This design comes from an exercise in tuning for small area on the open sky130 flow, not from production work. The RTL was checked by simulation tests, not by an equivalence proof against the original design. Power is estimated from default activity; no workload was simulated.

Setup of lane 1:
// sketch_top
module sketch_top (
        input  wire logic                  clk,
        input  wire logic                  reset,
        input  wire logic                  en_hash,
        input  wire logic                  read_add,
        input  wire logic                  get_row,
        input  wire logic                  set_row,
        input  wire sketch_pkg::kmer_t     kmer,
        input  wire sketch_pkg::row_t      row_rd1,
        input  wire sketch_pkg::row_t      row_rd2,
        input  wire sketch_pkg::row_t      row_rd3,
        input  wire sketch_pkg::row_t      row_rd4,
        input  wire sketch_pkg::row_t      bucket_rd,
        output sketch_pkg::row_addr_t      row_addr,
        output sketch_pkg::row_addr_t      bucket_addr,
        output sketch_pkg::row_t           row_wr1,
        output sketch_pkg::row_t           row_wr2,
        output sketch_pkg::row_t           row_wr3,
        output sketch_pkg::row_t           row_wr4,
        output sketch_pkg::row_t           bucket_wr
);
Size: ~2100 cells after synthesis, roughly 710 flip-flops, about 26000 um^2 of cells after synthesis.
==> flow/config.mk <==
export PLATFORM = sky130hd
export DESIGN_NAME = sketch_top
export DESIGN_NICKNAME = sketch_top
export VERILOG_FILES = /design/flow/design.v
export SDC_FILE = /design/flow/constraint.sdc
export NUM_CORES = 4
export LEC_CHECK = 0
export CAP_MARGIN = 20
export CORE_MARGIN = 2
export CORE_UTILIZATION = 40
export SLEW_MARGIN = 20
export SYNTH_HIERARCHICAL = 1
==> flow/constraint.sdc <==
create_clock -name core_clock -period 4.0 [get_ports {clk}]
set_input_delay 0.8000 -clock core_clock [delete_from_list [all_inputs] [get_ports {clk}]]
set_output_delay 0.8000 -clock core_clock [all_outputs]
set_load 0.01 [all_outputs]
standard.sh (not shown) runs the stock make flow with config.mk's settings and CLKGATE_MAP_FILE= SYNTH_SCRIPT=/design/flow/synth_recipe.tcl, a recipe that flattens the netlist after the stock synthesis.
==> flow/flow/run.sh <==
#!/bin/bash
# Standard layout, with the smallest buffer as the port buffer and a clock
# tree of medium buffers without dummy loads.
set -euo pipefail
export BUFFER_PORTS_ARGS="-buffer_cell sky130_fd_sc_hd__buf_1"
export CTS_ARGS="-sink_clustering_enable -repair_clock_nets -dont_use_dummy_load -buf_list {sky130_fd_sc_hd__clkbuf_4 sky130_fd_sc_hd__clkbuf_8}"
bash standard.sh > flow_make.log 2>&1
Lane 1 reached the final stage; the timing, DRC and antenna checks on its layout passed.
Input changes introduced in lane 2 (baseline for comparison: lane 1):
- swapping 20 for 0 in SLEW_MARGIN
- swapping 20 for 0 in CAP_MARGIN
==> flow/flow/run.sh <==
#!/bin/bash
# The standard layout with two changes: the smallest buffer (buf_1) as
# the port buffer, and a clock tree of clkbuf_4 cells driving clusters of at
# most 10 flip-flops, without dummy loads. make's output goes to
# flow_make.log; each ORFS step keeps its own log under orfs/logs.
set -euo pipefail
export BUFFER_PORTS_ARGS="-buffer_cell sky130_fd_sc_hd__buf_1"
export CTS_ARGS="-sink_clustering_enable -repair_clock_nets -dont_use_dummy_load -buf_list {sky130_fd_sc_hd__clkbuf_4} -sink_clustering_size 10 -sink_clustering_max_diameter 50"
bash standard.sh > flow_make.log 2>&1
==> run notes <==
Looking at final cell area excluding filler cells, lane 2 sits about 3% lower than lane 1 does.
The lower synthesis-to-finish area growth of lane 1 and lane 2 is in lane 2.
Final RePlAce weighted congestion: lane 2 vs lane 1 — no meaningful difference
Taking lane 1 as the reference point, the routed length on met2 of lane 2 falls by 0.56%.
Sort lane 1 and lane 2 by fmax desc -> top: lane 1
Lane 2 vs lane 1, classification of the worst setup path: reg2out vs in2reg
[compare] base=lane 1 new=lane 2: synthesized cell count ~0 delta, global-route wire length before repair now sits lower, combinational-cell power consumption saw little to no change.
Compared lane 2 against lane 1; count of plain and timing-repair buffers within noise.
| power after layout | lower: lane 2 |
Lane 1 has a higher initial detailed-routing violation count than lane 2.
Inputs modified between lane 2 and lane 3:
- CAP_MARGIN now 20, was 0
- SLEW_MARGIN now 20, was 0
- CORE_UTILIZATION now 70, was 40
==> flow/run.sh (new file) <==
#!/bin/bash
# synth_recipe.tcl (not shown) runs the flow's synth.tcl, then flattens the netlist and writes it again
# the make line also repeats each setting of config.mk as NAME=value (left out here)
make -C /OpenROAD-flow-scripts/flow DESIGN_CONFIG=/design/flow/config.mk WORK_HOME=/design/flow/orfs CLKGATE_MAP_FILE= SYNTH_SCRIPT=/design/flow/synth_recipe.tcl finish
removed: flow/flow/run.sh
removed: flow/standard.sh
==> comparison <==
[compare] base=lane 2 new=lane 3: number of placement rows now sits lower; synthesized-area fraction occupied by and/or/nand/nor cells saw little to no change.
Lane 3 failed in 3_2_place_iop with PPL-0024.
Die extent in x, lane 3 and lane 2: lower on lane 3
Synthesized net count: lane 3 vs lane 2 identical
From lane 2 to lane 3, cell count after synthesis did not move at all.
Vertical die dimension shrinks by more than 10% when moving from lane 2 to lane 3.
For lane 4, these inputs were changed with respect to lane 3:
- CORE_UTILIZATION changed from 70 to 40
==> flow/flow/run.sh (new file) <==
#!/bin/bash
# The standard layout with two changes: the smallest buffer (buf_1) as
# the port buffer, and a clock tree of clkbuf_4 cells driving clusters of at
# most 10 flip-flops, without dummy loads. make's output goes to
# flow_make.log; each ORFS step keeps its own log under orfs/logs.
set -euo pipefail
export BUFFER_PORTS_ARGS="-buffer_cell sky130_fd_sc_hd__buf_1"
export CTS_ARGS="-sink_clustering_enable -repair_clock_nets -dont_use_dummy_load -buf_list {sky130_fd_sc_hd__clkbuf_4} -sink_clustering_size 10 -sink_clustering_max_diameter 50"
bash standard.sh > flow_make.log 2>&1
==> flow/standard.sh (new file) <==
#!/bin/bash
# synth_recipe.tcl (not shown) runs the flow's synth.tcl, then flattens the netlist and writes it again
# the make line also repeats each setting of config.mk as NAME=value (left out here)
make -C /OpenROAD-flow-scripts/flow DESIGN_CONFIG=/design/flow/config.mk WORK_HOME=/design/flow/orfs CLKGATE_MAP_FILE= SYNTH_SCRIPT=/design/flow/synth_recipe.tcl "${@:-finish}"
removed: flow/run.sh
--- outcome ---
The synthesized area on lane 3 is in line with that on lane 4.
Looking at lane 4 and lane 3, the net count after synthesis is a wash.
Lane 4 | stages: all done | timing, DRC, antenna: all pass
Compare lane 4 and lane 3 | number of core rows higher: lane 4
Summary: with lane 3 as the reference, die width in lane 4 moved up by more than a quarter.
Between lane 4 and lane 3, the portion of the post-synthesis area used by sequential elements figures differ only marginally.
### lane 4 -> lane 5
==> flow/flow/run.sh <==
#!/bin/bash
# Standard layout, with the smallest buffer as the port buffer.
set -euo pipefail
export BUFFER_PORTS_ARGS="-buffer_cell sky130_fd_sc_hd__buf_1"
bash standard.sh > flow_make.log 2>&1
==> run notes <==
Non-clock buffer count delta (lane 4 -> lane 5): insignificant
Taking lane 4 as the reference, in lane 5 count of mapped cells out of synthesis stayed essentially flat; worst hold slack up 0.051 ns; routed wire length per instance lost about 0.33%; total wire length grew by 1.0%.
Lane 5 went all the way through synthesis, placement and routing and the layout is clean on timing, DRC and antenna.
Compare lane 5 and lane 4 | met3 usage in global routing higher: lane 4
In the metrics for lane 5 and lane 4, the one carrying the higher first-iteration DRC count is lane 5.
Changes observed in lane 5 relative to lane 4: worst supply voltage drop on vdd picked up an extra 39%, combinational power barely changed.

==> afterwards: timing with drivers on the ports <==
Ports are ideal in the flow. The routed layouts listed here were re-timed in OpenROAD. Step 1 (the two cells are an assumption about what drives the block):
set clk [get_ports {clk}]
set_driving_cell -lib_cell sky130_fd_sc_hd__clkbuf_16 $clk
set_driving_cell -lib_cell sky130_fd_sc_hd__buf_2 [delete_from_list [all_inputs] $clk]
Step 2, shift: input delay + t, output delay - t, t = (earliest + latest rising clock arrival at the registers) / 2. This alone moves slack from input paths to output paths. a / b / c = ideal / step 1 / step 2; a / b = the first two.
| run | t (ns) | setup slack, ns | worst hold slack (ns) | worst setup path at the end | slew at the worst register clock pin (ns) |
|---|---|---|---|---|---|
| lane 1 | 0.733 | 1.743 / 1.771 / 1.038 | 0.083 / 0.052 / 0.447 | input to register | 0.07 / 0.07 |
| lane 2 | 0.887 | 1.686 / 1.625 / 1.044 | 0.153 / 0.125 / 0.458 | input to register | 0.12 / 0.12 |
| lane 4 | 0.887 | 1.686 / 1.625 / 1.044 | 0.153 / 0.125 / 0.458 | input to register | 0.12 / 0.12 |
| lane 5 | 0.670 | 1.687 / 1.724 / 1.054 | 0.204 / 0.165 / 0.473 | input to register | 0.07 / 0.07 |
After both steps setup and hold are still met in every run listed. For lane 1, which loses most, drivers alone change the setup slack by +0.028 ns; drivers and shift together by -0.705 ns.
